From an optimization exercise on the open Yosys and OpenROAD flow, aimed at small area and a short achievable clock period; shortcuts taken in it are not production practice.
At most, simulation tests tie the RTL to the original design; equivalence was not proved.
Power figures rest on the tool's default switching activity, not on a simulated workload.

Design mul_unit, start of the top module:
module mul_unit (
    input  logic           clk,
    input  logic           rst_n,
    input  mul_pkg::op_t   op,
    input  mul_pkg::word_t mul_in_a,
    input  mul_pkg::word_t mul_in_b,
    output logic           mul_out_valid,
    output mul_pkg::word_t mul_out
);
For scale: roughly 3000 cells after synthesis, ~110 I/O pins, roughly 31000 sq um of cells after synthesis.
clock: 20.0 ns
lec_check: 0
abc_area: 1
cap_margin: 50
core_margin: 2
core_utilization: 55
cts_cluster_diameter: 200
cts_cluster_size: 20
place_density: 0.65
slew_margin: 75
standard.sh (not shown) runs the stock make flow with config.mk's settings and CLKGATE_MAP_FILE= SYNTH_SCRIPT=/design/flow/synth_recipe.tcl, a recipe that flattens the netlist after the stock synthesis.
==> flow/flow/run.sh <==
#!/bin/bash
# The standard layout (the standard.sh, ORFS from the unchanged standard synthesis
# through finish) with two changes:
#  1. after synthesis, polarity2.py re-chooses where the netlist's inverters go around
#     its full adders (a full adder is self-dual, so an adder whose inputs and outputs
#     all pass through inverters can drop them); registers are untouched and the
#     netlist's function is unchanged.
#  2. the buffers ORFS puts on every input and output port are sky130_fd_sc_hd__buf_2
#     instead of the cell buffer_ports picks by default (clkdlybuf4s50_1, a delay cell
#     that is both larger and slower).
# Each tool's full output goes to a log of its own in this folder: run_synth.log,
# run_polarity.log, run_layout.log (ORFS's per-step logs stay under orfs/logs/).
set -euo pipefail
cd "$(dirname "$0")/.."
PORTBUF="BUFFER_PORTS_ARGS=-buffer_cell sky130_fd_sc_hd__buf_2"
bash standard.sh "$PORTBUF" synth > run_synth.log 2>&1
RES=orfs/results/${FLOW_PLATFORM}/mul_unit/base
cp "$RES/1_2_yosys.v" run_1_2_yosys_standard.v
python3 flow/polarity2.py run_1_2_yosys_standard.v "$RES/1_2_yosys.v" > run_polarity.log 2>&1
# make rebuilds 1_synth.odb from the rewritten netlist
rm -f "$RES/1_synth.odb" "$RES/1_synth.sdc"
touch "$RES/1_2_yosys.v"
bash standard.sh "$PORTBUF" finish > run_layout.log 2>&1
test -f out/final.def
Other scripts of this flow, unchanged in this note and not shown: flow/flow/polarity2.py
The first run passed the timing, design-rule and antenna checks.
Edit:
- CAP_MARGIN: 50 -> 25
- SLEW_MARGIN: 75 -> 40
=> Wire length falls slightly. Global-route usage falls by 0.21 points. Core utilization falls by 1.5 points. Cell count barely changes. Sequential power is about the same. Maximum frequency rises slightly. Via count falls slightly. Critical path depth stays the same. Setup slack improves by 0.018 ns. Power falls slightly. Sequential share of layout area rises by 0.45 points.
Edit:
- CAP_MARGIN: 25 -> 30
- SLEW_MARGIN: 40 -> 50
Outcome:
- routed wire length came out lower by 0.56%
- clock power hardly moves
- power hardly moves
- area after synthesis does not change

Another version of the RTL of mul_unit (not shown whole).
Size in the first run: about 4300 cells after synthesis, roughly 330 flip-flops, ~110 I/O pins.
Settings: LEC_CHECK=0, ABC_AREA=1, CAP_MARGIN=20, CORE_MARGIN=2, CORE_UTILIZATION=40, SLEW_MARGIN=20; clock period 20.0 ns.
run.sh (not shown) runs the stock make flow with config.mk's settings and CLKGATE_MAP_FILE= SYNTH_SCRIPT=/design/flow/synth_recipe.tcl, a recipe that flattens the netlist after the stock synthesis.
Stock flow here: none of the scripts above is used.
The first run ran to the end with no violations.
Next try:
Settings changed: CAP_MARGIN 20 to 50, SLEW_MARGIN 20 to 75.
Outcome:
- maximum frequency went up by 7.4%
- critical path depth fell by 14
- worst hold slack barely changes
- routed wire length climbs by 0.58%
Next try:
Settings changed: CORE_UTILIZATION 40 to 60, PLACE_DENSITY from default to 0.7.
Result: Utilization went up by 22 points; via count goes up by 1.4%; synthesized area does not change.
No run of this note included a check of the RTL's function; only the layout flow was run.

Setup of build 54:
mul_unit, a different RTL version from the one above (not shown whole).
Size in the first run: ~110 I/O pins, ~31,000 um2 of cells after synthesis.
==> flow/config.mk <==
export PLATFORM = sky130hd
export DESIGN_NAME = mul_unit
export DESIGN_NICKNAME = mul_unit
export VERILOG_FILES = /design/flow/design.v
export SDC_FILE = /design/flow/constraint.sdc
export NUM_CORES = 4
export LEC_CHECK = 0
export ABC_AREA = 1
export CAP_MARGIN = 50
export CORE_MARGIN = 2
export CORE_UTILIZATION = 40
export SLEW_MARGIN = 75
==> flow/constraint.sdc <==
create_clock -name core_clock -period 20.0 [get_ports {clk}]
set_input_delay 4.0000 -clock core_clock [delete_from_list [all_inputs] [get_ports {clk}]]
set_output_delay 4.0000 -clock core_clock [all_outputs]
set_load 0.01 [all_outputs]
standard.sh (not shown) runs the stock make flow with config.mk's settings and CLKGATE_MAP_FILE= SYNTH_SCRIPT=/design/flow/synth_recipe.tcl, a recipe that flattens the netlist after the stock synthesis.
==> flow/flow/polarity2.py <==
#!/usr/bin/env python3
"""Re-choose inverter placement around full adders in a mapped sky130 netlist.

A full adder is self-dual: FA(~a, ~b, ~c) = (~sum, ~cout); and an xor2 becomes an
xnor2 by complementing its output. Yosys's extract_fa leaves many adders whose inputs
and outputs all pass through inverters. This pass removes the netlist's inverters
(except those at ports), chooses for each full adder and xor2/xnor2 whether to use it
complemented so as to need as few inverters as possible (local search), and puts back
one inverter per signal that some load needs complemented. Registers and every other
cell stay as they are, and the netlist's function is unchanged.

usage: polarity2.py IN.v OUT.v
"""
import math
import random
import re
import sys

P = "sky130_fd_sc_hd__"
OUT_PINS = {"X", "Y", "Q", "Q_N", "SUM", "COUT", "HI", "LO"}
INV = {P + "inv_1", P + "inv_2", P + "inv_4", P + "inv_6", P + "inv_8",
       P + "clkinv_1", P + "clkinv_2", P + "clkinv_4"}
FA = {P + "fa_1", P + "fa_2", P + "fa_4"}
XSWAP = {P + "xor2_1": P + "xnor2_1", P + "xnor2_1": P + "xor2_1",
         P + "xor2_2": P + "xnor2_2", P + "xnor2_2": P + "xor2_2",
         P + "xor2_4": P + "xnor2_4", P + "xnor2_4": P + "xor2_4"}

src = open(sys.argv[1]).read()
cell_re = re.compile(r"^  (\S+) (\S+(?: )?) \((.*?)\n  \);\n", re.S | re.M)
pin_re = re.compile(r"\.(\w+)\(([^()]*)\)")
m = list(cell_re.finditer(src))
head = src[:m[0].start()]
tail = src[m[-1].end():]
for a, b in zip(m, m[1:]):
    assert src[a.end():b.start()].strip() == "", src[a.end():b.start()][:200]

cells = {}
order = []
for x in m:
    typ, name, body = x.group(1), x.group(2).strip(), x.group(3)
    pins = {p: n.strip() for p, n in pin_re.findall(body)}
    cells[name] = [typ, pins]
    order.append(name)

ports = set()
for hi, lo, nm in re.findall(r"^\s*(?:input|output)\s+(?:\[(\d+):(\d+)\]\s+)?(\S+);", head, re.M):
    if hi:
        ports.update(f"{nm}[{i}]" for i in range(int(lo), int(hi) + 1))
    else:
        ports.add(nm)

drv = {}
for name, (typ, pins) in cells.items():
    for p, n in pins.items():
        if p in OUT_PINS:
            drv[n] = (name, p)

# inverters this pass may remove: not touching a port
I = {c for c, (t, pins) in cells.items()
     if t in INV and pins["A"] not in ports and pins["Y"] not in ports}

def source(n):
    par = 0
    while n in drv and drv[n][0] in I:
        n = cells[drv[n][0]][1]["A"]
        par ^= 1
    return n, par

def flippable(c):
    t, pins = cells[c]
    if t not in FA and t not in XSWAP:
        return False
    return all(n not in ports for p, n in pins.items() if p in OUT_PINS)

# signals: net -> list of (cell, pin, parity)
loads = {}
for c, (t, pins) in cells.items():
    if c in I:
        continue
    for p, n in pins.items():
        if p in OUT_PINS:
            continue
        s, par = source(n)
        loads.setdefault(s, []).append((c, p, par))

var = {c: 0 for c in cells if c not in I and flippable(c)}
# signals each variable touches
touch = {c: set() for c in var}
for s, ld in loads.items():
    d = drv.get(s)
    if d and d[0] in var:
        touch[d[0]].add(s)
    for c, p, par in ld:
        if c in var and cells[c][0] in FA:
            touch[c].add(s)

def cost(s):
    d = drv.get(s)
    prod = var.get(d[0], 0) if d else 0
    for c, p, par in loads[s]:
        need = par ^ (var[c] if c in var and cells[c][0] in FA else 0)
        if need != prod:
            return 1
    return 0

total = sum(cost(s) for s in loads)
start = total
best = total
best_var = dict(var)
names = sorted(var)
rng = random.Random(1)
T = 0.6
steps = 60 * len(names)
for k in range(steps):
    c = rng.choice(names)
    sig = touch[c]
    before = sum(cost(s) for s in sig)
    var[c] ^= 1
    after = sum(cost(s) for s in sig)
    d = after - before
    temp = T * (1 - k / steps) + 1e-3
    if d <= 0 or rng.random() < math.exp(-d / temp):
        total += d
        if total < best:
            best = total
            best_var = dict(var)
    else:
        var[c] ^= 1
var = best_var
n_removed = len(I)
print(f"polarity2: inverters {n_removed} removable, {start} before search, {best} after",
      file=sys.stderr)

# rebuild
for c in I:
    del cells[c]
order = [c for c in order if c not in I]
new_wires = []
cnt = [0]
inv_net = {}
def inverted(s):
    if s not in inv_net:
        cnt[0] += 1
        y = f"_pol{cnt[0]}_"
        new_wires.append(y)
        name = f"_polinv{cnt[0]}_"
        cells[name] = [P + "inv_1", {"A": s, "Y": y}]
        order.append(name)
        inv_net[s] = y
    return inv_net[s]

for s, ld in loads.items():
    d = drv.get(s)
    prod = var.get(d[0], 0) if d else 0
    for c, p, par in ld:
        need = par ^ (var[c] if c in var and cells[c][0] in FA else 0)
        cells[c][1][p] = s if need == prod else inverted(s)

for c, v in var.items():
    if v and cells[c][0] in XSWAP:
        t, pins = cells[c]
        nt = XSWAP[t]
        op = [p for p in pins if p in OUT_PINS][0]
        np = "Y" if "xnor" in nt else "X"
        net = pins.pop(op)
        pins[np] = net
        cells[c][0] = nt

out = [head.rstrip("\n")]
for w in new_wires:
    out.append(f"  wire {w};")
def esc(n):
    return n + " " if n.startswith("\\") else n
for name in order:
    typ, pins = cells[name]
    body = ",\n".join(f"    .{p}({esc(n)})" for p, n in pins.items())
    out.append(f"  {typ} {esc(name)} (\n{body}\n  );")
out.append(tail.lstrip("\n"))
open(sys.argv[2], "w").write("\n".join(out))
Scripts as last shown in full above: flow/flow/run.sh
> inputs changed (build 54 -> build 65)
# build 54
export LEC_CHECK = 0
export ABC_AREA = 1
export CAP_MARGIN = 50
export CORE_MARGIN = 2
export CORE_UTILIZATION = 40
export SLEW_MARGIN = 75
create_clock -name core_clock -period 20.0 [get_ports {clk}]
# build 65
export LEC_CHECK = 0
export ABC_AREA = 1
export CAP_MARGIN = 50
export CORE_MARGIN = 2
export CORE_UTILIZATION = 55
export CTS_CLUSTER_DIAMETER = 200
export CTS_CLUSTER_SIZE = 20
export PLACE_DENSITY = 0.65
export SLEW_MARGIN = 75
create_clock -name core_clock -period 20.0 [get_ports {clk}]
-- flow/flow/polarity2.py --
<<< build 54, line 112
T = 0.6
steps = 60 * len(names)
>>> build 65, line 112
T = 3.0
steps = 1000 * len(names)
### Flow results
Combinational group share of total power, build 54 and build 65: lower on build 54. Of build 54 and build 65, the lower area growth from synthesis to layout belongs to build 65. Build 65 vs. build 54: sum of met2 wire segment lengths after detailed routing fell about 3%, final RePlAce weighted congestion moved up, final worst-path setup slack now larger. Summary: with build 54 as the reference, number of global-route vias before repair in build 65 moved up by a few percent. Delta (build 65 minus build 54): sequential share of cell area picked up an extra 0.89 points, die outline area lost 28%.
What build 92 does differently from build 65 at the input level:
# build 65
export LEC_CHECK = 0
export ABC_AREA = 1
export CAP_MARGIN = 50
export CORE_MARGIN = 2
export CORE_UTILIZATION = 55
export CTS_CLUSTER_DIAMETER = 200
export CTS_CLUSTER_SIZE = 20
export PLACE_DENSITY = 0.65
export SLEW_MARGIN = 75
create_clock -name core_clock -period 20.0 [get_ports {clk}]
# build 92
export LEC_CHECK = 0
export ABC_AREA = 1
export CAP_MARGIN = 20
export CORE_MARGIN = 2
export CORE_UTILIZATION = 40
export SLEW_MARGIN = 20
create_clock -name core_clock -period 20.0 [get_ports {clk}]
==> comparison <==
Lower relative slew slack among build 65 and build 92: build 92
Lower non-clock buffer total of the final layout among build 65 and build 92: build 92
Delta (build 92 minus build 65): combinational group power lower, post-route cell area higher, initial antenna violation count higher.

static timing again, ports no longer ideal:
The flow's constraints put no driver on any port. The routed layouts listed below were extracted and timed again, unchanged, in two steps.
Step 1: set_driving_cell puts a clkbuf_16 on clk and a buf_2 on each other input, an assumption about the parent block.
Step 2 adds t to the input delays and takes it off the output delays; t is the mean of the earliest and latest rising clock arrival at the registers after step 1. Input paths then give back, and output paths get back, about the clock's delay inside the block.
a / b / c = ideal / step 1 / step 2; a / b = the first two.
| run | t (ns) | setup slack, ns | worst hold slack (ns) | clock arrival spread, ns |
|---|---|---|---|---|
| the first run of note 1 | 0.631 | 14.968 / 14.907 / 14.953 | 0.328 / 0.328 / 0.328 | 0.061 / 0.060 |
| the second run of note 1 | 0.625 | 14.986 / 14.927 / 14.843 | 0.324 / 0.324 / 0.324 | 0.079 / 0.079 |
| the third run of note 1 | 0.637 | 14.957 / 14.894 / 14.842 | 0.324 / 0.324 / 0.324 | 0.045 / 0.045 |
| the first run of note 2 | 0.660 | 14.112 / 14.112 / 14.112 | 0.321 / 0.321 / 0.321 | 0.034 / 0.034 |
| the second run of note 2 | 0.659 | 14.520 / 14.454 / 14.566 | 0.320 / 0.320 / 0.320 | 0.027 / 0.027 |
| the third run of note 2 | 0.635 | 14.549 / 14.490 / 14.684 | 0.323 / 0.323 / 0.323 | 0.046 / 0.045 |
| build 54 | 0.666 | 14.932 / 14.864 / 14.979 | 0.321 / 0.321 / 0.321 | 0.056 / 0.057 |
| build 65 | 0.650 | 14.974 / 14.908 / 14.909 | 0.326 / 0.326 / 0.326 | 0.092 / 0.093 |
| build 92 | 0.655 | 14.934 / 14.875 / 14.895 | 0.321 / 0.321 / 0.321 | 0.035 / 0.035 |
After both steps every run listed still meets setup and hold. The setup slack of the second run of note 1, which loses most, moves by -0.059 ns with the drivers and by -0.143 ns with both steps.
